Background: an optimization exercise with open tools, aiming at small area. Do not read the settings as production practice.
Where RTL was checked, it was by simulation tests only, not by an equivalence proof against the original.
Function not checked in runs 3 and 4: the RTL went through the layout flow alone.

## flow/config.mk

```make
export PLATFORM = sky130hd
export DESIGN_NAME = pong_top
export DESIGN_NICKNAME = pong_top
export VERILOG_FILES = /design/flow/design.v
export SDC_FILE = /design/flow/constraint.sdc
export NUM_CORES = 4
export LEC_CHECK = 0
export CAP_MARGIN = 20
export CORE_MARGIN = 2
export CORE_UTILIZATION = 40
export CTS_BUF_LIST = sky130_fd_sc_hd__clkbuf_2 sky130_fd_sc_hd__clkbuf_4 sky130_fd_sc_hd__clkbuf_8
export SLEW_MARGIN = 20
```

## flow/constraint.sdc

```tcl
create_clock -name core_clock -period 8.0 [get_ports {ball_clk}]
set_input_delay 1.6000 -clock core_clock [delete_from_list [all_inputs] [get_ports {ball_clk}]]
set_output_delay 1.6000 -clock core_clock [all_outputs]
set_load 0.01 [all_outputs]
```

## flow/design.v

```verilog
package pong_geom_pkg;
  typedef logic signed [11:0] coord_t;
  localparam coord_t field_w      = 12'sd640;
  localparam coord_t field_h      = 12'sd480;
  localparam coord_t paddle_y_max = 12'sd555;  
  localparam coord_t wall_left   = 12'sd20;
  localparam coord_t wall_right  = field_w - 12'sd20;
  localparam coord_t wall_top    = 12'sd0;
  localparam coord_t wall_bottom = field_h;
  localparam coord_t goal_y_lo = 12'sd140;  
  localparam coord_t goal_y_hi = 12'sd340;
  localparam coord_t goal_x_lo = 12'sd21;   
  localparam coord_t goal_x_hi = 12'sd619;  
  localparam coord_t centre_x = field_w / 12'sd2;  
  localparam coord_t centre_y = field_h / 12'sd2;
  typedef struct packed {
    coord_t x;
    coord_t y;
  } point_t;
  function automatic logic [12:0] add13(input logic [12:0] a, input logic [12:0] b,
                                        input logic cin);
    logic [12:0] s;
    logic        c;
    c = cin;
    for (int i = 0; i < 13; i++) begin
      s[i] = a[i] ^ b[i] ^ c;
      c    = (a[i] & b[i]) | (c & (a[i] ^ b[i]));
    end
    add13 = s;
  endfunction
  function automatic logic [11:0] step12(input logic [11:0] v, input logic en,
                                         input logic dec);
    logic [11:0] r;
    logic        t;
    t = en;
    for (int i = 0; i < 12; i++) begin
      r[i] = v[i] ^ t;
      t    = t & (v[i] ^ dec);
    end
    step12 = r;
  endfunction
  function automatic logic ugt13(input logic [12:0] x, input logic [12:0] k);
    logic r;
    r = 1'b0;
    for (int i = 0; i < 13; i++) r = k[i] ? (x[i] & r) : (x[i] | r);
    ugt13 = r;
  endfunction
  function automatic logic ult13(input logic [12:0] x, input logic [12:0] k);
    logic r;
    r = 1'b0;
    for (int i = 0; i < 13; i++) r = k[i] ? (~x[i] | r) : (~x[i] & r);
    ult13 = r;
  endfunction
  function automatic logic sgt13(input logic [12:0] x, input logic [12:0] k);
    sgt13 = ugt13(x ^ 13'h1000, k ^ 13'h1000);
  endfunction
  function automatic logic slt13(input logic [12:0] x, input logic [12:0] k);
    slt13 = ult13(x ^ 13'h1000, k ^ 13'h1000);
  endfunction
  function automatic logic cgt(input coord_t x, input coord_t k);
    cgt = sgt13({x[11], x}, {k[11], k});
  endfunction
  function automatic logic clt(input coord_t x, input coord_t k);
    clt = slt13({x[11], x}, {k[11], k});
  endfunction
endpackage
package pong_play_pkg;
  typedef enum logic [2:0] {
    dir_up_right   = 3'd0,
    dir_up_left    = 3'd1,
    dir_down_left  = 3'd2,
    dir_down_right = 3'd3,
    dir_right      = 3'd4,  
    dir_left       = 3'd5
  } dir_t;
  typedef enum logic {
    st_idle,  
    st_play
  } game_state_t;
  typedef enum logic [1:0] {
    zone_upper,
    zone_centre,
    zone_lower
  } zone_t;
  typedef struct packed {
    logic  valid;  
    logic  back;   
    zone_t zone;
  } hit_t;
endpackage
module paddle_bank (
  input  logic         ball_clk,
  input  logic         reset,
  input  logic [3:0]   direction_switch,
  output logic [19:0]  base_y,   
  output logic [1:0]   merged,   
  output logic [143:0] paddles
);
  localparam logic [71:0] pad_x = {12'd590, 12'd50, 12'd490, 12'd150, 12'd490, 12'd150};
  for (genvar t = 0; t < 2; t++) begin : g_team
    logic [9:0]  y;
    logic        m;
    logic        go_down, go_up, at_ceil, at_floor;
    logic [11:0] y_nxt;
    assign go_down  = direction_switch[2*t] & ~direction_switch[2*t+1];
    assign go_up    = direction_switch[2*t+1] & ~direction_switch[2*t];
    assign at_ceil  = m ? (y == 10'd555) : (y == 10'd315);
    assign at_floor = (y == 10'd0);
    assign y_nxt = pong_geom_pkg::step12({2'b00, y}, go_up | go_down, go_up);
    always_ff @(posedge ball_clk or negedge reset) begin
      if (!reset) begin
        y <= 10'd120;
        m <= 1'b0;
      end else if (go_down & at_ceil) begin
        y <= 10'd0;
        m <= 1'b1;
      end else if (go_up & at_floor) begin
        y <= 10'd555;
        m <= 1'b1;
      end else begin
        y <= y_nxt[9:0];
      end
    end
    logic       s;
    logic [9:0] y_240, y_120;
    assign s = ~m;
    for (genvar i = 0; i < 10; i++) begin : g_add
      if (i < 4) begin : g_lo240
        assign y_240[i] = y[i];
      end else if (i == 4) begin : g_first240
        assign y_240[i] = y[i] ^ s;
      end else if (i < 8) begin : g_mid240
        assign y_240[i] = y[i] ^ (s & ~(|y[i-1:4]));
      end else begin : g_hi240
        assign y_240[i] = y[i] ^ (s & (|y[7:4]) & (&y[i-1:8] | (i == 8)));
      end
      if (i < 3) begin : g_lo120
        assign y_120[i] = y[i];
      end else if (i == 3) begin : g_first120
        assign y_120[i] = y[i] ^ s;
      end else if (i < 7) begin : g_mid120
        assign y_120[i] = y[i] ^ (s & ~(|y[i-1:3]));
      end else begin : g_hi120
        assign y_120[i] = y[i] ^ (s & (|y[6:3]) & (&y[i-1:7] | (i == 7)));
      end
    end
    assign base_y[10*t +: 10] = y;
    assign merged[t]          = m;
    assign paddles[24*t +: 24]     = {pad_x[12*(t) +: 12], 2'b00, y};
    assign paddles[24*(t+2) +: 24] = {pad_x[12*(t+2) +: 12], 2'b00, y_240};
    assign paddles[24*(t+4) +: 24] = {pad_x[12*(t+4) +: 12], 2'b00, y_120};
  end
endmodule
module paddle_hit_detect (
  input  logic [19:0]           base_y,
  input  logic [1:0]            merged,
  input  pong_geom_pkg::point_t ball,
  output pong_play_pkg::hit_t   hit
);
  pong_geom_pkg::coord_t      bx, by;
  logic        team_b;
  logic [9:0]  ys;
  logic        ms;
  logic [12:0] e;
  logic        yw0, yw2, yw4;
  logic        near_f, near_b, far_f, far_b;
  logic        h0, h2, h4;
  logic [7:0]  off;
  logic [12:0] u;
  assign bx = ball.x;
  assign by = ball.y;
  assign team_b = ~bx[11] & (|bx[10:8]);
  assign ys     = team_b ? base_y[19:10] : base_y[9:0];
  assign ms     = team_b ? merged[1] : merged[0];
  assign e      = pong_geom_pkg::add13({by[11], by}, ~{3'b000, ys}, 1'b1);
  assign yw0 = pong_geom_pkg::sgt13(e, -13'sd110) & pong_geom_pkg::slt13(e, 13'sd110);
  assign yw2 = ms ? yw0 : pong_geom_pkg::sgt13(e, 13'sd130) & pong_geom_pkg::slt13(e, 13'sd350);
  assign yw4 = ms ? yw0 : pong_geom_pkg::sgt13(e, 13'sd10) & pong_geom_pkg::slt13(e, 13'sd230);
  always_comb begin
    if (team_b) begin
      near_f = pong_geom_pkg::cgt(bx, 12'sd425) & pong_geom_pkg::clt(bx, 12'sd490);
      near_b = pong_geom_pkg::cgt(bx, 12'sd490) & pong_geom_pkg::clt(bx, 12'sd555);
      far_f  = pong_geom_pkg::cgt(bx, 12'sd525) & pong_geom_pkg::clt(bx, 12'sd590);
      far_b  = pong_geom_pkg::cgt(bx, 12'sd590) & pong_geom_pkg::clt(bx, 12'sd655);
    end else begin
      near_f = pong_geom_pkg::cgt(bx, 12'sd85) & pong_geom_pkg::clt(bx, 12'sd150);
      near_b = pong_geom_pkg::cgt(bx, 12'sd150) & pong_geom_pkg::clt(bx, 12'sd215);
      far_f  = pong_geom_pkg::cgt(bx, -12'sd15) & pong_geom_pkg::clt(bx, 12'sd50);
      far_b  = pong_geom_pkg::cgt(bx, 12'sd50) & pong_geom_pkg::clt(bx, 12'sd115);
    end
  end
  assign h0 = (near_f | near_b) & yw0;
  assign h2 = (near_f | near_b) & yw2;
  assign h4 = (far_f | far_b) & yw4;
  assign off = (h0 | ms) ? 8'd0 : h2 ? 8'd240 : 8'd120;
  assign u   = pong_geom_pkg::add13({5'b00000, e[7:0]}, {5'b00000, ~off}, 1'b1);
  always_comb begin
    hit.valid = h0 | h2 | h4;
    hit.back  = (h0 | h2) ? near_b : far_b;
    if (pong_geom_pkg::ugt13({5'b0, u[7:0]}, 13'd0) & pong_geom_pkg::ult13({5'b0, u[7:0]}, 13'd20))
      hit.zone = pong_play_pkg::zone_upper;
    else if (pong_geom_pkg::ugt13({5'b0, u[7:0]}, 13'd236))
      hit.zone = pong_play_pkg::zone_lower;
    else
      hit.zone = pong_play_pkg::zone_centre;
  end
endmodule
module ball_motion (
  input  logic                       ball_clk,
  input  logic                       reset,
  input  pong_play_pkg::game_state_t state,
  input  logic                       serve,
  input  pong_play_pkg::dir_t        serve_dir,
  input  pong_play_pkg::hit_t        hit,
  output pong_geom_pkg::point_t      ball,
  output pong_play_pkg::dir_t        ball_dir
);
  logic [2:0]  d;
  logic        mv, left, up, down, xflip, yflip, neg;
  logic [12:0] sx, sy;
  logic [2:0]  nd;
  assign d    = ball_dir;
  assign left = d[0] ^ d[1];
  assign down = d[1];
  assign up   = ~d[2] & ~d[1];
  assign mv   = (state == pong_play_pkg::st_play);
  assign xflip = left ? (ball.x == 12'sd20) : (ball.x == 12'sd620);
  assign yflip = (up & (ball.y == 12'sd0)) | (down & (ball.y == 12'sd480));
  assign neg = mv & (hit.valid ? ~hit.back : left);
  assign sx  = pong_geom_pkg::add13({1'b0, ball.x},
                 {{10{neg}}, mv & (hit.valid ^ neg), neg, mv}, 1'b0);
  assign sy  = pong_geom_pkg::add13({1'b0, ball.y},
                 {{12{mv & up}}, mv & (up | down)}, 1'b0);
  always_comb begin
    if (hit.valid)  nd = {hit.zone == pong_play_pkg::zone_centre,
                          hit.zone == pong_play_pkg::zone_lower, ~hit.back};
    else if (xflip) nd = d ^ 3'd1;
    else if (yflip) nd = d ^ 3'd3;
    else            nd = d;
  end
  always_ff @(posedge ball_clk or negedge reset) begin
    if (!reset) begin
      ball     <= {12'sd320, 12'sd240};
      ball_dir <= pong_play_pkg::dir_up_right;
    end else if (serve) begin  
      ball     <= {12'sd320, 12'sd240};
      ball_dir <= serve_dir;
    end else begin
      ball     <= {sx[11:0], sy[11:0]};
      if (mv) ball_dir <= pong_play_pkg::dir_t'(nd);
    end
  end
endmodule
module game_fsm (
  input  logic                       ball_clk,
  input  logic                       reset,
  input  logic                       start_game,  
  input  pong_geom_pkg::point_t      ball,
  output pong_play_pkg::game_state_t state,
  output logic                       serve,       
  output pong_play_pkg::dir_t        serve_dir
);
  logic goal;
  assign goal = (state == pong_play_pkg::st_play) &
                pong_geom_pkg::cgt(ball.y, pong_geom_pkg::goal_y_lo) & pong_geom_pkg::clt(ball.y, pong_geom_pkg::goal_y_hi) &
                (pong_geom_pkg::clt(ball.x, pong_geom_pkg::goal_x_lo) | pong_geom_pkg::cgt(ball.x, pong_geom_pkg::goal_x_hi));
  always_ff @(posedge ball_clk or negedge reset) begin
    if (!reset) begin
      state     <= pong_play_pkg::st_idle;
      serve     <= 1'b0;
      serve_dir <= pong_play_pkg::dir_up_right;
    end else begin
      serve <= goal;
      case (state)
        pong_play_pkg::st_idle: if (!start_game) state <= pong_play_pkg::st_play;
        default:                if (goal) state <= pong_play_pkg::st_idle;
      endcase
      if (goal) begin
        case (serve_dir)
          pong_play_pkg::dir_up_right:   serve_dir <= pong_play_pkg::dir_up_left;
          pong_play_pkg::dir_up_left:    serve_dir <= pong_play_pkg::dir_down_left;
          pong_play_pkg::dir_down_left:  serve_dir <= pong_play_pkg::dir_down_right;
          pong_play_pkg::dir_down_right: serve_dir <= pong_play_pkg::dir_right;
          pong_play_pkg::dir_right:      serve_dir <= pong_play_pkg::dir_left;
          default:                       serve_dir <= pong_play_pkg::dir_up_right;
        endcase
      end
    end
  end
endmodule
module pong_top (
  input  logic                       ball_clk,
  input  logic                       reset,
  input  logic [3:0]                 direction_switch,
  input  logic                       start_game,
  output logic [143:0]               paddles,
  output pong_geom_pkg::point_t      ball,
  output pong_play_pkg::dir_t        ball_dir,
  output pong_play_pkg::game_state_t state
);
  logic [19:0]         base_y;
  logic [1:0]          merged;
  pong_play_pkg::hit_t hit;
  logic                serve;
  pong_play_pkg::dir_t serve_dir;
  paddle_bank u_paddle_bank (
    .ball_clk         (ball_clk),
    .reset            (reset),
    .direction_switch (direction_switch),
    .base_y           (base_y),
    .merged           (merged),
    .paddles          (paddles)
  );
  paddle_hit_detect u_paddle_hit_detect (
    .base_y (base_y),
    .merged (merged),
    .ball   (ball),
    .hit    (hit)
  );
  ball_motion u_ball_motion (
    .ball_clk  (ball_clk),
    .reset     (reset),
    .state     (state),
    .serve     (serve),
    .serve_dir (serve_dir),
    .hit       (hit),
    .ball      (ball),
    .ball_dir  (ball_dir)
  );
  game_fsm u_game_fsm (
    .ball_clk   (ball_clk),
    .reset      (reset),
    .start_game (start_game),
    .ball       (ball),
    .state      (state),
    .serve      (serve),
    .serve_dir  (serve_dir)
  );
endmodule
```

## flow/flow/run.sh

```bash
#!/bin/bash
# The standard layout (the standard.sh, unchanged synthesis), with two
# placement choices: ports buffered with the smallest buffer, and constant
# outputs left on the single tie cells that synthesis made.
set -euo pipefail
export BUFFER_PORTS_ARGS="-buffer_cell sky130_fd_sc_hd__buf_1"
export SKIP_REPAIR_TIE_FANOUT=1
bash standard.sh > standard.log 2>&1
```

## flow/standard.sh

```bash
#!/bin/bash
# synth_recipe.tcl (not shown) runs the flow's synth.tcl, then flattens the netlist and writes it again
# the make line also repeats each setting of config.mk as NAME=value (left out here)
make -C /OpenROAD-flow-scripts/flow DESIGN_CONFIG=/design/flow/config.mk WORK_HOME=/design/flow/orfs CLKGATE_MAP_FILE= SYNTH_SCRIPT=/design/flow/synth_recipe.tcl "${@:-finish}"
```

==> reports/metrics.cfg, run 1 <==
[sta]
final_hold_viol_count = 0
setup_tns_ns = -4.35
final_max_slew_viol_count = 0
tightest_slew_ns = 1.18
clock_skew_ns = 0.0161
min_period_ns = 9.42
setup_viol = 6
slew_headroom = 0.206
period_share = 1.18
fmax_mhz = 106
worst_slack_ns = -1.42
rsz0062_at_grt = true

[yosys]
synth.distinct_cells = 72
syn_area_mm2 = 0.00565
synth-edff-count = 0
seq_area_frac_synth = 0.242
synthArstFlopShare = 1.00
ys_seq_elements = 54
ys.flop_type = dfrtp_1
netlist_instances = 647
synth_area_per_cell_um2 = 8.74
syn_nets = 705
yosysWarnings = 4

[final_layout]
layout_commonest_cell = buf_1
layout-drive-gt1-share = 0.232
antenna_cells = 0
finish.net_count = 735
multiInputGateArea_mm2 = 0.00338
area_growth_pct = 7.59
utilization = 0.440
final-seq-area_mm2 = 0.00137
fillers = 1393
mostFrequentLayoutCells = buf_1, buf_4, nor2_1

[critical_path]
cp_common_cell = fa_2
path_class = reg -> reg
crit_required_ns = 8.22
cpPeakStageDelay_ns = 0.56
slowest_stage = or4b_4
critPathBufInv = 9
startpoint_type = flip-flop
crit_family = adder cells
endpoint_kind = flip-flop
crit_arrival_ns = 9.63
path_max_fanout = 5

[routing]
post_drt_wl_per_cell_um = 15.4
drt_iter0_drc = 256
first_pass_iters = 4
drc_errors = 0
wl_um = 13200
ant_nets = 0
vias_per_cell = 5.09
routed-via-count = 4367

[status]
outcome = complete, but fails checks
so_faults = setup timing

[die]
die_h_um = 123
num_rows = 43
dieArea_mm2 = 0.0151
ios = 179
core_mm2 = 0.0138
initial_core_util = 0.409
fp.dieW_um = 123

[worst_hold_path]
hold_class = reg -> reg

[global_routing]
grt_max_degree = 57
grt_usage = 0.182
grt_pass1_vias = 4310
antenna_found_initial = 0
overflow = 0
grt_pass1_wl_um = 21700

[cts]
cts_root_buffer = clkbuf_8
cts-buffers-inserted = 5
hold_buffers = 0
htreeDepth = 2
clk_path_buf_depth = 2
clock_latency_ns = 0.33
clkTransAtPathRegs_ns = 0.10
cts_sinks = 54
cts_tree = built

[placement]
place_congestion = 0.886
hpwlAfterDp_um = 10200
portBuffers = 94

[run]
drv_cap = 0

-- synthesized netlist by cell type, types with 6 or more instances --
cell type	instances	area, µm²
nor3_1	13	65.1
clkbuf_1	18	67.6
nor2_1	51	191
mux2i_1	6	60.1
nand3_1	13	65.1
a211oi_1	8	60.1
nor2b_1	16	100
or3_1	6	37.5
buf_4	101	758
fa_1	32	641
nand2b_1	6	37.5
o21ai_0	20	100
ha_1	19	238
a21oi_1	25	125
inv_1	54	203
xor2_1	29	254
xnor2_1	19	166
dfstp_2	14	368
nor3b_1	7	52.6
dfrtp_1	40	1000
nor4_1	10	62.6
nand2_1	38	143
-- final timing paths --
kind,endpoint,startpoint,cells past startpoint,slack [ns]
hold reg to reg,u_game_fsm.serve_dir[2],u_game_fsm.serve_dir[2],2,0.57
setup reg to reg,u_ball_motion.ball[23],u_ball_motion.ball[20],44,-1.42
min in group asynchronous,u_ball_motion.ball_dir[2],reset,2,1.39
max in group asynchronous,u_ball_motion.ball[23],reset,2,6.14
setup / recovery,u_ball_motion.ball[23],u_ball_motion.ball[20],44,-1.42
hold / removal,u_game_fsm.serve_dir[2],u_game_fsm.serve_dir[2],2,0.57
-- layout make-up --
type,instances,share of cell area
flip-flops and latches,54,0.225
multi-input cells,408,0.556
clock buffers,6,0.0136
clock inverters,2,0.00267
well taps,180,0.0370
repair buffers,153,0.131
inverters,55,0.0344
-- worst register-to-register path: cells and delay by family (launching register included) --
| family | cells | cell delay [ns] |
|---|---|---|
| compound gates | 5 | 0.78 |
| buf+inv | 9 | 0.45 |
| simple gates | 5 | 1.06 |
| mux | 2 | 0.60 |
| xor+xnor | 1 | 0.14 |
| flops | 1 | 0.55 |
| fa+ha+maj | 22 | 5.74 |
-- routing by layer --
metal	routed length, µm	part of all wire	track usage	up-vias
met5	0	0	0	-
met4	183	0.014	0.0474	0
met3	613	0.046	0.0209	14
met2	6410	0.48	0.307	101
met1	6020	0.46	0.249	2130
li1	-	-	-	2122
-- flip-flops by register name (all words and copies together) (netlist names) --
name and count:
u_game_fsm.serve 1, u_ball_motion.ball 24, u_game_fsm.state 1, u_ball_motion.ball_dir 3, u_paddle_bank.g_team.m 2, u_game_fsm.serve_dir 3, u_paddle_bank.g_team.y 20
-- per-stage QoR --
step           hold WS, ns  cells  setup slack, ns  cell area [µm²]
5_1_grt              0.643    858            -1.76             6080
2_1_floorplan        0.496    647            -1.85             5820
3_3_place_gp         0.529    843            -1.49             5860
4_1_cts              0.573    857            -1.46             6030
6_report             0.567    858            -1.42             6080
3_5_place_dp         0.551    843            -1.63             5860
-- logic make-up after synthesis --
kind of cell	count (synthesis)	share of synthesized area
other cells	2	0.00133
mux	13	0.0266
xor+xnor	48	0.0744
fa+ha+maj	51	0.155
buf+inv	185	0.198
simple gates	193	0.176
compound gates	101	0.126
flops	54	0.242
-- timing repair --
| action | CTS | global route |
|---|---|---|
| setup buffers | 6 | 1 |
| setup endpoints to repair | 7 | 9 |
| pin swaps | 6 | 3 |
| gates resized for setup | 13 | 6 |
==> run 2: changes to the inputs <==
--- a/flow/design.v
+++ b/flow/design.v
@@ -33,7 +33,9 @@
     logic [11:0] r;
-    logic        t;
-    t = en;
+    logic        ones, zeros;
+    ones  = 1'b1;
+    zeros = 1'b1;
     for (int i = 0; i < 12; i++) begin
-      r[i] = v[i] ^ t;
-      t    = t & (v[i] ^ dec);
+      r[i]  = v[i] ^ (en & (dec ? zeros : ones));
+      ones  = ones & v[i];
+      zeros = zeros & ~v[i];
     end
@@ -167,4 +169,2 @@
   logic        h0, h2, h4;
-  logic [7:0]  off;
-  logic [12:0] u;
   assign bx = ball.x;
@@ -174,3 +174,3 @@
   assign ms     = team_b ? merged[1] : merged[0];
-  assign e      = pong_geom_pkg::add13({by[11], by}, ~{3'b000, ys}, 1'b1);
+  assign e      = {by[11], by} - {3'b000, ys};
   assign yw0 = pong_geom_pkg::sgt13(e, -13'sd110) & pong_geom_pkg::slt13(e, 13'sd110);
@@ -194,13 +194,25 @@
   assign h4 = (far_f | far_b) & yw4;
-  assign off = (h0 | ms) ? 8'd0 : h2 ? 8'd240 : 8'd120;
-  assign u   = pong_geom_pkg::add13({5'b00000, e[7:0]}, {5'b00000, ~off}, 1'b1);
+  logic [7:0] el;
+  logic       up0, lo0, up2, lo2, up4, lo4;
+  assign el  = e[7:0];
+  assign up0 = pong_geom_pkg::ugt13({5'b0, el}, 13'd0)   & pong_geom_pkg::ult13({5'b0, el}, 13'd20);
+  assign lo0 = pong_geom_pkg::ugt13({5'b0, el}, 13'd236);
+  assign up2 = pong_geom_pkg::ugt13({5'b0, el}, 13'd240) | pong_geom_pkg::ult13({5'b0, el}, 13'd4);
+  assign lo2 = pong_geom_pkg::ugt13({5'b0, el}, 13'd220) & pong_geom_pkg::ult13({5'b0, el}, 13'd240);
+  assign up4 = pong_geom_pkg::ugt13({5'b0, el}, 13'd120) & pong_geom_pkg::ult13({5'b0, el}, 13'd140);
+  assign lo4 = pong_geom_pkg::ugt13({5'b0, el}, 13'd100) & pong_geom_pkg::ult13({5'b0, el}, 13'd120);
   always_comb begin
+    logic up, lo;
     hit.valid = h0 | h2 | h4;
     hit.back  = (h0 | h2) ? near_b : far_b;
-    if (pong_geom_pkg::ugt13({5'b0, u[7:0]}, 13'd0) & pong_geom_pkg::ult13({5'b0, u[7:0]}, 13'd20))
-      hit.zone = pong_play_pkg::zone_upper;
-    else if (pong_geom_pkg::ugt13({5'b0, u[7:0]}, 13'd236))
-      hit.zone = pong_play_pkg::zone_lower;
-    else
-      hit.zone = pong_play_pkg::zone_centre;
+    if (h0 | ms) begin
+      up = up0; lo = lo0;
+    end else if (h2) begin
+      up = up2; lo = lo2;
+    end else begin
+      up = up4; lo = lo4;
+    end
+    if (up)      hit.zone = pong_play_pkg::zone_upper;
+    else if (lo) hit.zone = pong_play_pkg::zone_lower;
+    else         hit.zone = pong_play_pkg::zone_centre;
   end
@@ -228,7 +240,20 @@
   assign yflip = (up & (ball.y == 12'sd0)) | (down & (ball.y == 12'sd480));
-  assign neg = mv & (hit.valid ? ~hit.back : left);
-  assign sx  = pong_geom_pkg::add13({1'b0, ball.x},
-                 {{10{neg}}, mv & (hit.valid ^ neg), neg, mv}, 1'b0);
-  assign sy  = pong_geom_pkg::add13({1'b0, ball.y},
-                 {{12{mv & up}}, mv & (up | down)}, 1'b0);
+  logic [2:0] dlo;
+  logic [2:0] xlo;
+  logic       clo;
+  logic [11:0] xhi;
+  assign neg = hit.valid ? ~hit.back : left;
+  assign dlo = {hit.valid ^ neg, neg, 1'b1};
+  always_comb begin
+    logic c;
+    c = 1'b0;
+    for (int i = 0; i < 3; i++) begin
+      xlo[i] = ball.x[i] ^ dlo[i] ^ c;
+      c      = (ball.x[i] & dlo[i]) | (c & (ball.x[i] | dlo[i]));
+    end
+    clo = c;
+  end
+  assign xhi = pong_geom_pkg::step12({3'b000, ball.x[11:3]}, clo ^ neg, neg);
+  assign sx  = {1'b0, xhi[8:0], xlo};
+  assign sy  = {1'b0, pong_geom_pkg::step12(ball.y, up | down, up)};
   always_comb begin
@@ -248,4 +273,6 @@
     end else begin
-      ball     <= {sx[11:0], sy[11:0]};
-      if (mv) ball_dir <= pong_play_pkg::dir_t'(nd);
+      if (mv) begin
+        ball     <= {sx[11:0], sy[11:0]};
+        ball_dir <= pong_play_pkg::dir_t'(nd);
+      end
     end
==> run 2 against run 1 <==
The run now finishes clean. Synthesized area is 8.4% higher. Core utilization decreased by 4.8 points. Die area up 8.1%. First-iteration DRC count is 28% higher. Routed wire length up 15%. Hold slack worse by 0.014 ns. Via count is 20% higher. Synthesized cell count grew 24%. Global-route usage up 0.30 points. Critical path type unchanged.
==> reports/metrics.cfg, run 2 <==
[status]
outcome = no timing/DRC/antenna violations

[sta]
clock_skew_ns = 0.0160  ; -0.000165 ns
final_hold_viol_count = 0  ; unchanged
tightest_slew_ns = 0.932  ; -0.248 ns
worst_slack_ns = 0.954  ; +2.37 ns
rsz0062_at_grt = false
setup_tns_ns = 0  ; +4.35 ns
final_max_slew_viol_count = 0  ; unchanged
fmax_mhz = 142  ; +34%
slew_headroom = 0.362  ; +0.156
period_share = 0.881  ; -0.296
min_period_ns = 7.05  ; -2.37 ns
setup_viol = 0  ; -6

[placement]
portBuffers = 94  ; unchanged
place_area_mm2 = 0.00581  ; -0.81%
hpwlAfterDp_um = 11200  ; +9.6%
place_congestion = 0.856  ; -3.4%
dpl_worst_slack_ns = 1.04  ; +2.67 ns

[cts]
cts_root_buffer = clkbuf_8
clk_path_buf_depth = 2  ; unchanged
ctsResizeCount = 0  ; -13
cts-buffers-inserted = 5  ; unchanged
clkTransAtPathRegs_ns = 0.11  ; about the same
clock_latency_ns = 0.34  ; about the same
cts_tree = built
htreeDepth = 2  ; unchanged
post_cts_buffers = 0  ; -6
hold_buffers = 0  ; unchanged
cts_sinks = 54  ; unchanged

[routing]
vias_per_cell = 5.51  ; +8.2%
wl_um = 15200  ; +15%
routed-via-count = 5222  ; +20%
post_drt_wl_per_cell_um = 16.0  ; +4.0%
first_pass_iters = 5  ; +1
drt_iter0_drc = 327  ; +28%
ant_nets = 0  ; unchanged
drc_errors = 0  ; unchanged

[die]
core_mm2 = 0.0151  ; +9.1%
fp.dieW_um = 128  ; +4.0%
dieArea_mm2 = 0.0163  ; +8.1%
num_rows = 45  ; +4.7%
ios = 179  ; unchanged
initial_core_util = 0.406  ; -0.00286
die_h_um = 128  ; +4.0%

[yosys]
synthTopCellsByCount = nor2_1, buf_4, nand2_1
yosysTopAreaCell = dfrtp_1
ys_seq_elements = 54  ; unchanged
ys.flop_type = dfrtp_1
synth_area_per_cell_um2 = 7.65  ; -12%
syn_area_mm2 = 0.00613  ; +8.4%
netlist_instances = 801  ; +24%
synth.distinct_cells = 81  ; +13%
synth.most_common_cell = nor2_1
synthArstFlopShare = 1.00  ; unchanged
yosys-top-cells-area = dfrtp_1, buf_4, nor2_1, dfstp_2, xor2_1
seq_area_frac_synth = 0.223  ; -0.0187
synth_top_cell_area_share = 0.163  ; -0.0137
synth-edff-count = 0  ; unchanged
syn_nets = 834  ; +18%
yosysWarnings = 4  ; unchanged

[global_routing]
overflow = 0  ; unchanged
grt_usage = 0.185  ; +0.00298
grt_max_degree = 57  ; unchanged
grt_pass1_wl_um = 24500  ; +13%
grt_pass1_vias = 4633  ; +7.5%
antenna_found_initial = 0  ; unchanged

[final_layout]
final_area_mm2 = 0.00591  ; -2.9%
finish.net_count = 792  ; +7.8%
antenna_cells = 0  ; unchanged
mostFrequentLayoutCells = nor2_1, buf_1, nand2_1
largest_register_ffs = 24  ; unchanged
layout-drive-gt1-share = 0.0658  ; -0.166
layout_commonest_cell = nor2_1
top_regs = u_ball_motion.ball (24), u_paddle_bank.g_team.y (20)
multiInputGateArea_mm2 = 0.00372  ; +9.8%
fillers = 1621  ; +16%
area_growth_pct = -3.55
final-seq-area_mm2 = 0.00137  ; unchanged
regMostFlops = u_ball_motion.ball

[critical_path]
crit_arrival_ns = 7.27  ; -2.36 ns
endpoint_kind = flip-flop
startpoint_type = flip-flop
path_class = reg -> reg
crit_required_ns = 8.22  ; about the same
cpPeakStageDelay_ns = 0.68  ; +0.12 ns
critPathBufInv = 3  ; -6
cp_common_cell = fa_1
slowest_stage = dfstp_2
crit_family = compound AO/OA/AOI/OAI gates
path_max_fanout = 13  ; +8

[worst_hold_path]
hold_class = reg -> reg

[run]
drv_cap = 0  ; unchanged

## run 2: area by class of cell
cell class                 instances  share of cell area
tap                              188              0.0398
multi-input combinational        571               0.629
inverter                          29              0.0184
clock inverter                     1            0.000847
clock buffer                       7              0.0152
timing repair buffer              98              0.0650
sequential                        54               0.232
## run 2: metrics by stage
stage / std cells / utilization / hold WS [ns]
2_1_floorplan: 801 / - / 0.494
3_3_place_gp: 940 / 0.385 / 0.531
3_5_place_dp: 940 / 0.385 / 0.545
4_1_cts: 948 / 0.392 / 0.559
5_1_grt: 948 / 0.392 / 0.628
6_report: 948 / 0.392 / 0.553
## run 2: logic make-up (layout without fill, tap and decap cells)
kind of cell | Yosys count | in the layout | synth area share
simple gates | 288 | 288 | 0.228
buf+inv | 176 | 135 | 0.170
compound gates | 159 | 159 | 0.177
xor+xnor | 70 | 70 | 0.100
flops | 54 | 54 | 0.223
fa+ha+maj | 26 | 26 | 0.0568
mux | 26 | 26 | 0.0439
other cells | 2 | 2 | 0.00123
## run 2: path summary, 6_finish.rpt
kind                                    startpoint                            to  cells after the start  slack (ns)
max                         u_ball_motion.ball[20]        u_ball_motion.ball[21]                     26        0.95
min                        u_game_fsm.serve_dir[1]       u_game_fsm.serve_dir[1]                      1        0.55
max reg2reg                 u_ball_motion.ball[20]        u_ball_motion.ball[21]                     26        0.95
min reg2reg                u_game_fsm.serve_dir[1]       u_game_fsm.serve_dir[1]                      1        0.55
max in group asynchronous                    reset  u_paddle_bank.g_team[0].y[0]                      2        6.11
min in group asynchronous                    reset        u_ball_motion.ball[12]                      2        1.39
## run 2: routing by layer
metal  vias up  part of all wire  global-route usage
li1       2595                 -                   -
met5         -                 0                   0
met3        16             0.057              0.0321
met2       167              0.45               0.282
met4         0             0.015              0.0491
met1      2444              0.48               0.271
==> run 3: changes to the inputs <==
--- a/flow/design.v
+++ b/flow/design.v
@@ -165,3 +165,3 @@
   logic        ms;
-  logic [12:0] e;
+  logic [12:0] e;         
   logic        yw0, yw2, yw4;
@@ -171,9 +171,34 @@
   assign by = ball.y;
-  assign team_b = ~bx[11] & (|bx[10:8]);
+  assign team_b = bx[9] ^ bx[8];
   assign ys     = team_b ? base_y[19:10] : base_y[9:0];
   assign ms     = team_b ? merged[1] : merged[0];
-  assign e      = {by[11], by} - {3'b000, ys};
-  assign yw0 = pong_geom_pkg::sgt13(e, -13'sd110) & pong_geom_pkg::slt13(e, 13'sd110);
-  assign yw2 = ms ? yw0 : pong_geom_pkg::sgt13(e, 13'sd130) & pong_geom_pkg::slt13(e, 13'sd350);
-  assign yw4 = ms ? yw0 : pong_geom_pkg::sgt13(e, 13'sd10) & pong_geom_pkg::slt13(e, 13'sd230);
+  logic [7:0] lo;    
+  logic [12:0] hd;
+  logic       bw;
+  logic [6:0] el7;
+  logic       hm1, hz, hp1, hp2;  
+  logic [5:0] hdeq;               
+  assign lo  = pong_geom_pkg::add13({6'b0, 1'b0, by[6:0]}, {6'b0, 1'b0, ~ys[6:0]}, 1'b1);
+  assign bw  = ~lo[7];
+  assign el7 = lo[6:0];
+  assign hd  = pong_geom_pkg::add13({{8{by[11]}}, by[11:7]}, ~{10'b0, ys[9:7]}, 1'b1);
+  for (genvar k = 0; k < 5; k++) begin : g_hd
+    assign hdeq[k] = (hd[5:0] == 6'(k - 1));
+  end
+  assign hdeq[5] = 1'b0;
+  assign hm1 = bw ? hdeq[1] : hdeq[0];
+  assign hz  = bw ? hdeq[2] : hdeq[1];
+  assign hp1 = bw ? hdeq[3] : hdeq[2];
+  assign hp2 = bw ? hdeq[4] : hdeq[3];
+  assign e   = {5'b0, hd[0] ^ bw, el7};
+  logic w0, w2, w4;
+  assign w0 = (hm1 & pong_geom_pkg::ugt13({6'b0, el7}, 13'd18)) |
+              (hz  & pong_geom_pkg::ult13({6'b0, el7}, 13'd110));
+  assign w2 = (hp1 & pong_geom_pkg::ugt13({6'b0, el7}, 13'd2)) |
+              (hp2 & pong_geom_pkg::ult13({6'b0, el7}, 13'd94));
+  assign w4 = (hz  & pong_geom_pkg::ugt13({6'b0, el7}, 13'd10)) |
+              (hp1 & pong_geom_pkg::ult13({6'b0, el7}, 13'd102));
+  assign yw0 = w0;
+  assign yw2 = ms ? w0 : w2;
+  assign yw4 = ms ? w0 : w4;
   always_comb begin
==> run 3 against run 2 <==
Core utilization rose by 0.38 points. Die area is 2.4% lower. Still clean on timing, DRC and antenna. Flip-flop and latch count unchanged. Clock skew fell by 0.010 ns. Via count is 5.2% lower. Synthesized cell count shrank 4.4%.
==> reports/metrics.cfg, run 3 <==
[status]
outcome = no timing/DRC/antenna violations

[yosys]
synth.most_common_cell = nor2_1
yosysTopAreaCell = dfrtp_1
syn_nets = 799  ; -4.2%
ys.flop_type = dfrtp_1
syn_area_mm2 = 0.00598  ; -2.4%
yosysWarnings = 4  ; unchanged
synth_area_per_cell_um2 = 7.80  ; +2.0%
synthTopCellsByCount = nor2_1, buf_4, nand2_1
synthArstFlopShare = 1.00  ; unchanged
synth_top_cell_area_share = 0.167  ; +0.00407
yosys-top-cells-area = dfrtp_1, buf_4, nor2_1, dfstp_2, xnor2_1
synth.distinct_cells = 83  ; +2.5%
netlist_instances = 766  ; -4.4%
synth-edff-count = 0  ; unchanged
seq_area_frac_synth = 0.229  ; +0.00557
ys_seq_elements = 54  ; unchanged

[cts]
htreeDepth = 2  ; unchanged
cts-buffers-inserted = 5  ; unchanged
cts_root_buffer = clkbuf_8
post_cts_buffers = 0  ; unchanged
clkTransAtPathRegs_ns = 0.11  ; about the same
clk_path_buf_depth = 2  ; unchanged
cts_tree = built
clock_latency_ns = 0.32  ; -0.02 ns
cts_sinks = 54  ; unchanged

[critical_path]
crit_required_ns = 8.22  ; about the same
path_max_fanout = 16  ; +3
crit_arrival_ns = 7.79  ; +0.52 ns
endpoint_kind = flip-flop
startpoint_type = flip-flop
path_class = reg -> reg

[final_layout]
regMostFlops = u_ball_motion.ball
antenna_cells = 0  ; unchanged
top_regs = u_ball_motion.ball (24), u_paddle_bank.g_team.y (20)
area_growth_pct = -3.50  ; about the same
multiInputGateArea_mm2 = 0.00350  ; -5.9%
final_area_mm2 = 0.00577  ; -2.4%
layout_commonest_cell = nor2_1
utilization = 0.395  ; +0.00383
final-seq-area_mm2 = 0.00137  ; +0.27%
mostFrequentLayoutCells = nor2_1, buf_1, nand2_1
fillers = 1526  ; -5.9%
finish.net_count = 756  ; -4.5%
largest_register_ffs = 24  ; unchanged
layout-drive-gt1-share = 0.0925  ; +0.0268

[sta]
rsz0062_at_grt = false
setup_viol = 0  ; unchanged
final_hold_viol_count = 0  ; unchanged
final_max_slew_viol_count = 0  ; unchanged
slew_headroom = 0.486  ; +0.124
tightest_slew_ns = 0.765  ; -0.168 ns
setup_tns_ns = 0  ; unchanged
whs_ns = 0.555  ; +0.00192 ns
period_share = 0.946  ; +0.0656
clock_skew_ns = 0.00593  ; -0.0100 ns
min_period_ns = 7.57  ; +0.525 ns
fmax_mhz = 132  ; -6.9%

[routing]
post_drt_wl_per_cell_um = 15.8  ; -1.3%
ant_nets = 0  ; unchanged
drc_errors = 0  ; unchanged
vias_per_cell = 5.45  ; -1.1%
first_pass_iters = 5  ; unchanged
wl_um = 14400  ; -5.5%
routed-via-count = 4948  ; -5.2%
drt_iter0_drc = 377  ; +15%

[die]
die_h_um = 126  ; -1.2%
dieArea_mm2 = 0.0159  ; -2.4%
core_mm2 = 0.0146  ; -3.3%
initial_core_util = 0.410  ; +0.00372
num_rows = 44  ; -2.2%
fp.dieW_um = 126  ; -1.2%
ios = 179  ; unchanged

[global_routing]
grt_pass1_wl_um = 23600  ; -4.0%
grt_max_degree = 57  ; unchanged
antenna_found_initial = 0  ; unchanged
overflow = 0  ; unchanged
grt_pass1_vias = 4571  ; -1.3%
grt_usage = 0.178  ; -0.00726

[run]
drv_cap = 0  ; unchanged

[placement]
place_congestion = 0.864  ; +0.93%
portBuffers = 94  ; unchanged
place_area_mm2 = 0.00564  ; -3.0%
hpwlAfterDp_um = 10300  ; -8.5%

[worst_hold_path]
hold_class = reg -> reg

[run 3: worst paths after layout]
kind	end	slack (ns)	startpoint	cells after the start
worst min register to register	u_ball_motion.ball[13]	0.55	u_game_fsm.state	1
worst max register to register	u_ball_motion.ball[19]	0.43	u_ball_motion.ball[20]	25
worst max-delay path	u_ball_motion.ball[19]	0.43	u_ball_motion.ball[20]	25
worst min-delay path	u_ball_motion.ball[13]	0.55	u_game_fsm.state	1
max in group asynchronous	u_ball_motion.ball[23]	6.10	reset	2
min in group asynchronous	u_game_fsm.serve	1.42	reset	2
[run 3: worst max-delay path: stages (launching register included)]
cell and delay, ns:
dfstp_4 0.74, xor2_4 0.22, mux2_2 0.36, ha_1 0.19, fa_1 0.37, fa_1 0.40, fa_1 0.40, fa_1 0.40
fa_1 0.36, inv_1 0.07, fa_1 0.48, nand3b_1 0.25, or3_1 0.39, a221oi_2 0.25, o31ai_1 0.12, o21a_1 0.15
mux2_4 0.36, inv_1 0.09, fa_1 0.16, inv_1 0.05, fa_1 0.36, or4_1 0.53, or3_1 0.35, mux2i_1 0.19
xnor2_1 0.14, nor2_1 0.05
[run 3: repair_timing]
action / 4_1_cts / 5_1_grt
hold buffers: 0 / 0
resized for setup: 0 / 3
endpoints found under the hold margin: 0 / 0
setup endpoints to repair: 0 / 2
[run 3: cells by family (layout without fill, tap and decap cells)]
family / after synthesis / in the layout / share of synthesized area
buffers and inverters: 191 / 149 / 0.189
AND/OR/NAND/NOR: 282 / 282 / 0.230
other: 2 / 2 / 0.00126
multiplexers: 28 / 28 / 0.0519
flip-flops: 54 / 54 / 0.229
adder cells (fa/ha/maj): 26 / 26 / 0.0670
XOR/XNOR: 61 / 61 / 0.0932
AO/OA/AOI/OAI: 122 / 122 / 0.139
[run 3: metrics by stage]
stage          setup slack [ns]  instances
6_report                  0.429        908
5_1_grt                  0.0189        908
3_3_place_gp              0.498        900
2_1_floorplan             0.200        766
4_1_cts                   0.354        908
3_5_place_dp              0.389        900
[run 3: final cells by class]
| class | instances | share of cell area |
|---|---|---|
| Clock buffer | 5 | 0.0119 |
| Clock inverter | 3 | 0.00694 |
| Inverter | 39 | 0.0254 |
| Multi-Input combinational cell | 521 | 0.606 |
| Sequential cell | 54 | 0.238 |
| Tap cell | 184 | 0.0399 |
| Timing Repair Buffer | 102 | 0.0718 |
[run 3: metal layers]
layer / share of wire / routed length, µm / GRT usage / vias to the layer above
met2: 0.48 / 6890 / 0.293 / 120
met5: 0 / 0 / 0 / -
li1: - / - / - / 2413
met3: 0.036 / 523 / 0.0212 / 10
met4: 0.010 / 146 / 0.0433 / 0
met1: 0.47 / 6820 / 0.250 / 2405
==> run 4: changes to the inputs <==
--- a/flow/design.v
+++ b/flow/design.v
@@ -270,3 +270,3 @@
   assign neg = hit.valid ? ~hit.back : left;
-  assign dlo = {hit.valid ^ neg, neg, 1'b1};
+  assign dlo = {mv & (hit.valid ^ neg), mv & neg, mv};
   always_comb begin
@@ -280,5 +280,5 @@
   end
-  assign xhi = pong_geom_pkg::step12({3'b000, ball.x[11:3]}, clo ^ neg, neg);
+  assign xhi = pong_geom_pkg::step12({3'b000, ball.x[11:3]}, mv & (clo ^ neg), neg);
   assign sx  = {1'b0, xhi[8:0], xlo};
-  assign sy  = {1'b0, pong_geom_pkg::step12(ball.y, up | down, up)};
+  assign sy  = {1'b0, pong_geom_pkg::step12(ball.y, mv & (up | down), up)};
   always_comb begin
@@ -298,6 +298,4 @@
     end else begin
-      if (mv) begin
-        ball     <= {sx[11:0], sy[11:0]};
-        ball_dir <= pong_play_pkg::dir_t'(nd);
-      end
+      ball     <= {sx[11:0], sy[11:0]};
+      ball_dir <= mv ? pong_play_pkg::dir_t'(nd) : ball_dir;
     end
==> run 4 against run 3 <==
Largest cell class unchanged. Maximum frequency increased by 0.63%. Setup slack gained 0.047 ns. Design area is 2.2% lower. Non-clock buffer count is 2 lower. Hold slack better by 0.0035 ns. Synthesized cell count decreased by 1.3%. Clock skew increased by 0.0023 ns. Flip-flop and latch count unchanged.
==> reports/metrics.cfg, run 4 <==
[routing]
ant_nets = 0  ; unchanged
drc_errors = 0  ; unchanged
vias_per_cell = 5.41  ; -0.74%
drt_iter0_drc = 405  ; +7.4%
wl_um = 13900  ; -3.4%
routed-via-count = 4906  ; -0.85%
post_drt_wl_per_cell_um = 15.3  ; -3.3%
first_pass_iters = 7  ; +2

[cts]
cts-buffers-inserted = 5  ; unchanged
cts_root_buffer = clkbuf_8
clock_latency_ns = 0.33  ; about the same
cts_tree = built
htreeDepth = 2  ; unchanged
post_cts_buffers = 0  ; unchanged
clk_path_buf_depth = 2  ; unchanged
ctsResizeCount = 0  ; unchanged
hold_buffers = 0  ; unchanged
clkTransAtPathRegs_ns = 0.11  ; about the same
cts_sinks = 54  ; unchanged

[status]
outcome = no timing/DRC/antenna violations

[global_routing]
antenna_found_initial = 0  ; unchanged
grt_pass1_vias = 4409  ; -3.5%
grt_max_degree = 57  ; unchanged
grt_pass1_wl_um = 23100  ; -2.1%
busiest_layer = met2
grt_use_met2 = 0.274  ; -0.0196
overflow = 0  ; unchanged
grt_use_met1 = 0.261  ; +0.0111
grtUsageMet3 = 0.0326  ; +0.0114
grt_usage = 0.176  ; -0.00184

[sta]
slew_headroom = 0.516  ; +0.0296
tightest_slew_ns = 0.720  ; -0.0441 ns
setup_viol = 0  ; unchanged
setup_tns_ns = 0  ; unchanged
clock_skew_ns = 0.00822  ; +0.00229 ns
final_max_slew_viol_count = 0  ; unchanged
fmax_mhz = 133  ; +0.63%
final_hold_viol_count = 0  ; unchanged
min_period_ns = 7.52  ; -0.0474 ns
worst_slack_ns = 0.477  ; +0.0474 ns
rsz0062_at_grt = false
period_share = 0.940  ; -0.00592

[yosys]
synthTopCellsByCount = buf_4, nor2_1, a21oi_1
synth-edff-count = 0  ; unchanged
syn_nets = 790  ; -1.1%
synth_area_per_cell_um2 = 7.72  ; -1.0%
synthArstFlopShare = 1.00  ; unchanged
ys_seq_elements = 54  ; unchanged
ys.flop_type = dfrtp_1
synth_top_cell_area_share = 0.171  ; +0.00395
yosys-top-cells-area = dfrtp_1, buf_4, dfstp_2, nor2_1, xor2_1
synth.distinct_cells = 72  ; -13%
seq_area_frac_synth = 0.234  ; +0.00540
syn_area_mm2 = 0.00584  ; -2.3%
synth.most_common_cell = buf_4
netlist_instances = 756  ; -1.3%
yosysWarnings = 4  ; unchanged
yosysTopAreaCell = dfrtp_1

[die]
num_rows = 44  ; unchanged
dieArea_mm2 = 0.0156  ; -2.2%
ios = 179  ; unchanged
initial_core_util = 0.405  ; -0.00485
core_mm2 = 0.0144  ; -1.1%
die_h_um = 125  ; -1.1%
fp.dieW_um = 125  ; -1.1%

[placement]
portBuffers = 94  ; unchanged
hpwlAfterDp_um = 9930  ; -3.3%
place_congestion = 0.847  ; -2.0%
dpl_worst_slack_ns = 0.352  ; -0.0367 ns
dp.cells = 898  ; -0.22%

[critical_path]
path_max_fanout = 13  ; -3
crit_arrival_ns = 7.75  ; -0.04 ns
endpoint_kind = flip-flop
rrSetupSlack_ns = 0.48  ; +0.05 ns
startpoint_type = flip-flop
path_class = reg -> reg
crit_required_ns = 8.23  ; about the same

[final_layout]
mostFrequentLayoutCells = buf_1, nor2_1, a21oi_1
layout_commonest_cell = buf_1
layout-drive-gt1-share = 0.0719  ; -0.0206
antenna_cells = 0  ; unchanged
top_regs = u_ball_motion.ball (24), u_paddle_bank.g_team.y (20)
largest_register_ffs = 24  ; unchanged
stdcell_count = 907  ; -0.11%
regMostFlops = u_ball_motion.ball
finish.net_count = 756  ; unchanged
area_growth_pct = -3.41  ; about the same

[run]
drv_cap = 0  ; unchanged

[worst_hold_path]
hold_class = reg -> reg

## run 4: cells by family (layout without fill, tap and decap cells)
family,Yosys count,count (layout),synth area share
AOI/OAI and AO/OA,142,142,0.155
and+or+nand+nor,268,268,0.225
other,2,2,0.00129
muxes,25,25,0.0454
DFF,54,54,0.234
xor gates and xnor gates,55,55,0.0838
buffers and inverters,183,150,0.184
adders and majority gates,27,27,0.0707
## run 4: critical path, cell delays in order (launching register included)
cell and delay, ns:
dfstp_2 0.57, xor2_2 0.16, buf_4 0.22, mux2_2 0.36
fa_1 0.41, fa_1 0.39, fa_1 0.39, fa_1 0.39
fa_1 0.36, inv_1 0.07, fa_1 0.45, nor2b_1 0.23
o21ai_0 0.13, a22o_1 0.26, a21oi_1 0.23, a21oi_2 0.09
a2bb2o_1 0.42, nand3_1 0.14, fa_1 0.41, inv_1 0.07
fa_1 0.25, nand2_1 0.09, or3_1 0.43, or4_1 0.46
o41ai_2 0.07, mux2_1 0.34
## run 4: cell type report
cell class,instances,area [µm²]
flip-flops and latches,54,1370
fillers,1560,8780
well taps,184,230
repair buffers,100,399
inverters,42,158
multi-input cells,519,3390
clock inverters,3,22.5
clock buffers,5,68.8
## run 4: final timing paths
path / end / cells past startpoint / from
max: u_ball_motion.ball[22] / 25 / u_ball_motion.ball[20]
min: u_game_fsm.serve_dir[1] / 1 / u_game_fsm.serve_dir[1]
max reg2reg: u_ball_motion.ball[22] / 25 / u_ball_motion.ball[20]
min reg2reg: u_game_fsm.serve_dir[1] / 1 / u_game_fsm.serve_dir[1]
max in group asynchronous: u_ball_motion.ball[19] / 2 / reset
min in group asynchronous: u_ball_motion.ball[0] / 2 / reset
## run 4: per-layer routing
metal / routed length, µm / vias to the layer above
li1: - / 2427
met1: 6930 / 2337
met2: 6220 / 136
met3: 689 / 6
met4: 64 / 0
met5: 0 / -
## run 4: per-stage QoR
| stage | hold slack, ns | utilization | instance area (µm²) |
|---|---|---|---|
| 2_1_floorplan | 0.484 | - | 5840 |
| 6_report | 0.558 | 0.391 | 5640 |
| 4_1_cts | 0.552 | 0.391 | 5630 |
| 3_3_place_gp | 0.531 | 0.384 | 5540 |
| 3_5_place_dp | 0.531 | 0.384 | 5540 |
| 5_1_grt | 0.589 | 0.391 | 5640 |
==> run 5: changes to the inputs <==
--- a/flow/design.v
+++ b/flow/design.v
@@ -316,2 +316,4 @@
                 (pong_geom_pkg::clt(ball.x, pong_geom_pkg::goal_x_lo) | pong_geom_pkg::cgt(ball.x, pong_geom_pkg::goal_x_hi));
+  assign serve = (state == pong_play_pkg::st_idle) &
+                 ~(~ball.x[11] & ~ball.x[10] & ~ball.x[9] & ball.x[8]);
   always_ff @(posedge ball_clk or negedge reset) begin
@@ -319,6 +321,4 @@
       state     <= pong_play_pkg::st_idle;
-      serve     <= 1'b0;
       serve_dir <= pong_play_pkg::dir_up_right;
     end else begin
-      serve <= goal;
       case (state)
--- a/flow/flow/run.sh
+++ b/flow/flow/run.sh
@@ -7,2 +7,3 @@
 export SKIP_REPAIR_TIE_FANOUT=1
+export RECOVER_POWER=100
 bash standard.sh > standard.log 2>&1
==> run 5 against run 4 <==
First-iteration DRC count rose by 15%. Design area fell by 2.2%. Core utilization rose by 0.47 points. The layout now fails its checks (capacitance limit, slew limit). Clock skew fell by 0.00091 ns. Global-route usage rose by 0.94 points.
==> reports/metrics.cfg, run 5 <==
[status]
outcome = complete, but fails checks
so_faults = capacitance limit, slew limit

[sta]
setup_tns_ns = 0  ; unchanged
clock_skew_ns = 0.00731  ; -0.000910 ns
final_max_slew_viol_count = 54  ; +54
slew_headroom = -0.966  ; -1.48
fmax_mhz = 133  ; about the same
min_period_ns = 7.52  ; -0.00417 ns
rsz0062_at_grt = false
tightest_slew_ns = 2.95  ; +2.23 ns
setup_viol = 0  ; unchanged
period_share = 0.940  ; about the same
whs_ns = 0.578  ; +0.0197 ns
final_hold_viol_count = 0  ; unchanged

[final_layout]
antenna_cells = 0  ; unchanged
finish.net_count = 733  ; -3.0%
fillers = 1410  ; -9.6%
layout_commonest_cell = buf_1
regMostFlops = u_ball_motion.ball
mostFrequentLayoutCells = buf_1, nor2_1, nand2_1
area_growth_pct = -3.86
layout-drive-gt1-share = 0.0414  ; -0.0305
top_regs = u_ball_motion.ball (24), u_paddle_bank.g_team.y (20)
largest_register_ffs = 24  ; unchanged

[critical_path]
cp_common_cell = fa_1
path_class = reg -> reg
endpoint_kind = flip-flop
path_max_fanout = 14  ; +1
crit_arrival_ns = 7.73  ; -0.02 ns
r2r_cells = 27  ; +8.0%
crit_required_ns = 8.21  ; -0.02 ns
slowest_stage = dfstp_2
startpoint_type = flip-flop
cpPeakStageDelay_ns = 0.66  ; +0.09 ns

[yosys]
synth-edff-count = 0  ; unchanged
seq_area_frac_synth = 0.234  ; about the same
synthArstFlopShare = 1.00  ; unchanged
ys_seq_elements = 53  ; -1.9%
synth.distinct_cells = 69  ; -4.2%
yosysTopAreaCell = dfrtp_1
syn_area_mm2 = 0.00574  ; -1.8%
syn_nets = 774  ; -2.0%
netlist_instances = 740  ; -2.1%
synth_top_cell_area_share = 0.170  ; -0.00126
synth.most_common_cell = buf_4
synthTopCellsByCount = buf_4, nor2_1, nand2_1
yosys-top-cells-area = dfrtp_1, buf_4, dfstp_2, nor2_1, xnor2_1
synth_area_per_cell_um2 = 7.75  ; +0.35%
ys.flop_type = dfrtp_1
yosysWarnings = 4  ; unchanged

[routing]
routed-via-count = 4898  ; -0.16%
post_drt_wl_per_cell_um = 16.4  ; +6.8%
drc_errors = 0  ; unchanged
drt_iter0_drc = 464  ; +15%
ant_nets = 0  ; unchanged
first_pass_iters = 5  ; -2
vias_per_cell = 5.57  ; +2.9%
wl_um = 14400  ; +3.6%

[global_routing]
grt_max_degree = 57  ; unchanged
grt_pass1_wl_um = 22600  ; -1.9%
grt_usage = 0.186  ; +0.00940
overflow = 0  ; unchanged
antenna_found_initial = 0  ; unchanged
grt_pass1_vias = 4445  ; +0.82%

[cts]
clkTransAtPathRegs_ns = 0.10  ; about the same
cts_sinks = 53  ; -1.9%
htreeDepth = 2  ; unchanged
cts-buffers-inserted = 5  ; unchanged
cts_root_buffer = clkbuf_8
cts_tree = built
hold_buffers = 0  ; unchanged
post_cts_buffers = 0  ; unchanged
ctsResizeCount = 0  ; unchanged
clock_latency_ns = 0.32  ; about the same
clk_path_buf_depth = 2  ; unchanged

[worst_hold_path]
hold_class = reg -> reg
holdPathStages = 1  ; unchanged

[placement]
hpwlAfterDp_um = 10700  ; +7.4%
portBuffers = 94  ; unchanged
place_congestion = 0.984  ; +16%

[die]
ios = 179  ; unchanged
initial_core_util = 0.412  ; +0.00676
num_rows = 43  ; -2.3%
fp.dieW_um = 124  ; -0.87%
core_mm2 = 0.0139  ; -3.4%
die_h_um = 124  ; -0.87%
dieArea_mm2 = 0.0153  ; -1.7%

[run]
drv_cap = 1  ; +1

==> run 5: cell count changes after synthesis, sizes merged, moves of 6 or more <==
cell	before	now
a21oi	51	45
buf	111	105
clkbuf	30	41
nor2	89	82
nor2b	13	7
xnor2	25	32
==> run 5: cell families after synthesis <==
logic type / share of synthesized area
compound gates: 0.147
fa+ha+maj: 0.0720
flops: 0.234
mux: 0.0458
simple gates: 0.213
buf+inv: 0.190
xor+xnor: 0.0962
other cells: 0.00131
==> run 5: path summary, 6_finish.rpt <==
path	start	end	slack [ns]
max	u_ball_motion.ball[20]	u_ball_motion.ball[23]	0.48
max in group asynchronous	reset	u_paddle_bank.g_team[1].y[0]	4.01
min in group asynchronous	reset	u_game_fsm.serve_dir[1]	2.32
min	u_game_fsm.serve_dir[0]	u_game_fsm.serve_dir[0]	0.58
max reg2reg	u_ball_motion.ball[20]	u_ball_motion.ball[23]	0.48
min reg2reg	u_game_fsm.serve_dir[0]	u_game_fsm.serve_dir[0]	0.58
==> run 5: through the flow <==
step	util	setup WS (ns)	area (µm²)	std cells
floorplan	-	0.540	5740	740
finish	0.396	0.481	5510	880
global placement	0.388	0.852	5410	872
CTS	0.396	0.481	5520	880
detailed placement	0.388	0.522	5410	872
global route	0.396	0.0176	5510	880
==> run 5: cell type report <==
| class | count | area [µm²] | area share |
|---|---|---|---|
| clock buffers | 6 | 76.3 | 0.0138 |
| clock inverters | 2 | 38.8 | 0.00703 |
| inverters | 41 | 154 | 0.0279 |
| multi-input cells | 500 | 3300 | 0.598 |
| flip-flops and latches | 53 | 1340 | 0.244 |
| well taps | 180 | 225 | 0.0408 |
| repair buffers | 98 | 380 | 0.0690 |
==> run 5: critical path: cells and delay by family, from the launching register on <==
kind	cells	cell delay (ns)
fa+ha+maj	8	3.14
simple gates	7	1.19
compound gates	5	1.09
flops	1	0.66
mux	2	0.53
xor+xnor	2	0.40
buf+inv	3	0.39
==> run 5: layer usage <==
metal  wire [µm]  up-vias  global-route usage
li1            -     2325                   -
met1        6330     2351               0.250
met2        6880      206               0.308
met3        1020       16              0.0293
met4         177        0              0.0540
met5           0        -                   0
==> run 6: changes to the inputs <==
--- a/flow/flow/run.sh
+++ b/flow/flow/run.sh
@@ -7,3 +7,2 @@
 export SKIP_REPAIR_TIE_FANOUT=1
-export RECOVER_POWER=100
 bash standard.sh > standard.log 2>&1
==> run 6 against run 5 <==
Now clean on timing, DRC and antenna. Synthesized cell count unchanged. Die area stayed put. Setup slack got worse by 0.0047 ns.
==> reports/metrics.cfg, run 6 <==
[status]
outcome = no timing/DRC/antenna violations

[yosys]
synth.distinct_cells = 69  ; unchanged
synthMuxAreaShare = 0.0458  ; unchanged
synth-xor-area-share = 0.0962  ; unchanged
seq_area_frac_synth = 0.234  ; unchanged
synth-edff-count = 0  ; unchanged
ys.flop_type = dfrtp_1
yosysTopAreaCell = dfrtp_1
synthSimpleGateAreaFrac = 0.213  ; unchanged
netlist_instances = 740  ; unchanged
synthAdderAreaFrac = 0.0720  ; unchanged
synth_top_family_by_area = simple AND/OR/NAND/NOR gates
synthArstFlopShare = 1.00  ; unchanged
synth_top_cell_area_share = 0.170  ; unchanged
synthTopCellsByCount = buf_4, nor2_1, nand2_1
synth.most_common_cell = buf_4
synth_compound_area_frac = 0.147  ; unchanged
syn_area_mm2 = 0.00574  ; unchanged
yosysWarnings = 4  ; unchanged
synth_area_per_cell_um2 = 7.75  ; unchanged
syn_nets = 774  ; unchanged
ys_seq_elements = 53  ; unchanged
yosys-top-cells-area = dfrtp_1, buf_4, dfstp_2, nor2_1, xnor2_1

[final_layout]
largest_register_ffs = 24  ; unchanged
mostFrequentLayoutCells = buf_1, nor2_1, nand2_1
area_growth_pct = -3.73
regMostFlops = u_ball_motion.ball
top_regs = u_ball_motion.ball (24), u_paddle_bank.g_team.y (20)
antenna_cells = 0  ; unchanged
layout-drive-gt1-share = 0.0629  ; +0.0214
fillers = 1412  ; +0.14%
finish.net_count = 733  ; unchanged
layout_commonest_cell = buf_1

[critical_path]
r2r_cells = 27  ; unchanged
cpPeakStageDelay_ns = 0.66  ; about the same
critPathBufInv = 3  ; unchanged
path_max_fanout = 14  ; unchanged
crit_required_ns = 8.21  ; about the same
slowest_stage = dfstp_2
crit_arrival_ns = 7.73  ; about the same
crit_family = adder cells
r2r_end = u_ball_motion.ball[23]
cp_common_cell = fa_1
startpoint_type = flip-flop
rrSetupSlack_ns = 0.48  ; about the same
endpoint_kind = flip-flop
reg2reg_from = u_ball_motion.ball[20]
path_class = reg -> reg

[placement]
place_congestion = 0.984  ; unchanged
hpwlAfterDp_um = 10700  ; unchanged
portBuffers = 94  ; unchanged

[cts]
ctsResizeCount = 0  ; unchanged
cts-buffers-inserted = 5  ; unchanged
cts_sinks = 53  ; unchanged
cts_root_buffer = clkbuf_8
post_cts_buffers = 0  ; unchanged
htreeDepth = 2  ; unchanged
hold_buffers = 0  ; unchanged
cts_tree = built
clkTransAtPathRegs_ns = 0.10  ; about the same
clock_latency_ns = 0.32  ; about the same
clk_path_buf_depth = 2  ; unchanged

[global_routing]
antenna_found_initial = 0  ; unchanged
grt_pass1_wl_um = 22600  ; unchanged
grt_pass1_vias = 4445  ; unchanged
grt_max_degree = 57  ; unchanged
grt_usage = 0.186  ; unchanged
overflow = 0  ; unchanged

[sta]
final_max_slew_viol_count = 0  ; -100%
clock_skew_ns = 0.00528  ; -0.00203 ns
tightest_slew_ns = 0.917  ; -2.03 ns
setup_tns_ns = 0  ; unchanged
rsz0062_at_grt = false
final_hold_viol_count = 0  ; unchanged
setup_viol = 0  ; unchanged
min_period_ns = 7.52  ; +0.00465 ns
fmax_mhz = 133  ; about the same
period_share = 0.940  ; about the same
slew_headroom = 0.386  ; +1.35

[die]
num_rows = 43  ; unchanged
die_h_um = 124  ; unchanged
core_mm2 = 0.0139  ; unchanged
dieArea_mm2 = 0.0153  ; unchanged
ios = 179  ; unchanged
initial_core_util = 0.412  ; unchanged
fp.dieW_um = 124  ; unchanged

[routing]
vias_per_cell = 5.59  ; +0.49%
wl_um = 14400  ; +0.13%
ant_nets = 0  ; unchanged
post_drt_wl_per_cell_um = 16.4  ; +0.13%
drt_iter0_drc = 494  ; +6.5%
routed-via-count = 4922  ; +0.49%
first_pass_iters = 5  ; unchanged
drc_errors = 0  ; unchanged

[worst_hold_path]
min_from = u_game_fsm.serve_dir[0]
hold_class = reg -> reg
holdPathStages = 1  ; unchanged
whs_endpoint = u_game_fsm.serve_dir[0]

[run]
drv_cap = 0  ; -1

==> run 6: cell counts after synthesis <==
Identical to the previous run, type by type.
==> run 6: layout make-up <==
| type | instances | area [µm²] | area share |
|---|---|---|---|
| Clock buffer | 6 | 76.3 | 0.0138 |
| Clock inverter | 2 | 38.8 | 0.00702 |
| Inverter | 41 | 154 | 0.0279 |
| Multi-Input combinational cell | 500 | 3300 | 0.598 |
| Sequential cell | 53 | 1340 | 0.243 |
| Tap cell | 180 | 225 | 0.0408 |
| Timing Repair Buffer | 98 | 384 | 0.0696 |
==> run 6: kinds of logic (layout without fill, tap and decap cells) <==
kind of cell | Yosys count | count (layout)
AOI/OAI and AO/OA | 135 | 135
xor gates and xnor gates | 63 | 63
adders and majority gates | 27 | 27
buffers and inverters | 187 | 147
DFF | 53 | 53
muxes | 25 | 25
other | 2 | 2
and+or+nand+nor | 248 | 248
==> run 6: per-stage QoR <==
step / util / setup slack (ns) / cells / hold slack, ns / instance area, µm²
floorplan: - / 0.540 / 740 / 0.514 / 5740
global placement: 0.388 / 0.852 / 872 / 0.554 / 5410
detailed placement: 0.388 / 0.522 / 872 / 0.563 / 5410
CTS: 0.396 / 0.481 / 880 / 0.582 / 5520
global route: 0.396 / 0.0176 / 880 / 0.603 / 5520
finish: 0.396 / 0.476 / 880 / 0.578 / 5520
==> run 6: layer usage <==
| metal | share of wire | GRT usage |
|---|---|---|
| met3 | 0.064 | 0.0293 |
| met1 | 0.44 | 0.250 |
| met5 | 0 | 0 |
| met2 | 0.48 | 0.308 |
| met4 | 0.015 | 0.0540 |
==> run 6: worst max-delay path by stage <==
| stage | start | end | slack (ns) | depth (start not counted) |
|---|---|---|---|---|
| after floorplan | u_ball_motion.ball[20] | u_ball_motion.ball[23] | 0.54 | 30 |
| after global placement | u_ball_motion.ball[20] | u_ball_motion.ball[23] | 0.85 | 27 |
| after detailed placement | u_ball_motion.ball[20] | u_ball_motion.ball[23] | 0.52 | 27 |
| after CTS | u_ball_motion.ball[20] | u_ball_motion.ball[23] | 0.48 | 27 |
| after global routing | u_ball_motion.ball[20] | u_ball_motion.ball[23] | 0.02 | 27 |
| final | u_ball_motion.ball[20] | u_ball_motion.ball[23] | 0.48 | 27 |
==> run 6: worst register-to-register path, cell delays in order, from the launching register on <==
cell and delay (ns):
dfstp_2 0.66, xor2_1 0.26, buf_4 0.26, mux2_2 0.37
fa_1 0.41, fa_1 0.39, fa_1 0.40, fa_1 0.39
fa_1 0.37, inv_1 0.07, fa_1 0.46, nor2b_1 0.26
o21ai_0 0.16, a32oi_1 0.33, o21a_1 0.22, a21oi_1 0.08
o32ai_2 0.30, nand2_1 0.11, fa_1 0.41, inv_1 0.07
fa_1 0.31, nand3_1 0.14, nor3_1 0.35, and3_1 0.23
nand2_1 0.06, mux2i_1 0.16, xnor2_1 0.14, nor2_1 0.05

[static timing again, ports no longer ideal]
The flow's constraints put no driver on any port. The routed layouts listed below were extracted and timed again, unchanged, in two steps.
Step 1 sets driving cells, clkbuf_16 on the clock port and buf_2 on the other inputs (assumed; they add their load-dependent delay and slew).
Step 2, shift: input delay + t, output delay - t, t = (earliest + latest rising clock arrival at the registers) / 2. This alone moves slack from input paths to output paths.
Three values: no drivers, after step 1, after step 2; two values: the first two.
run	shift t [ns]	setup slack, ns	hold WS [ns]	worst setup path at the end	latest minus earliest clock arrival (ns)
run 1	0.356	-1.417 / -1.417 / -1.417	0.567 / 0.567 / 0.567	register to register	0.016 / 0.016
run 2	0.366	0.954 / 0.954 / 0.954	0.553 / 0.553 / 0.553	register to register	0.016 / 0.015
run 3	0.359	0.429 / 0.429 / 0.429	0.555 / 0.555 / 0.555	register to register	0.006 / 0.006
run 4	0.361	0.477 / 0.477 / 0.477	0.558 / 0.558 / 0.558	register to register	0.008 / 0.008
run 5	0.350	0.481 / 0.481 / 0.481	0.578 / 0.578 / 0.578	register to register	0.007 / 0.007
run 6	0.350	0.476 / 0.476 / 0.476	0.578 / 0.578 / 0.578	register to register	0.005 / 0.006
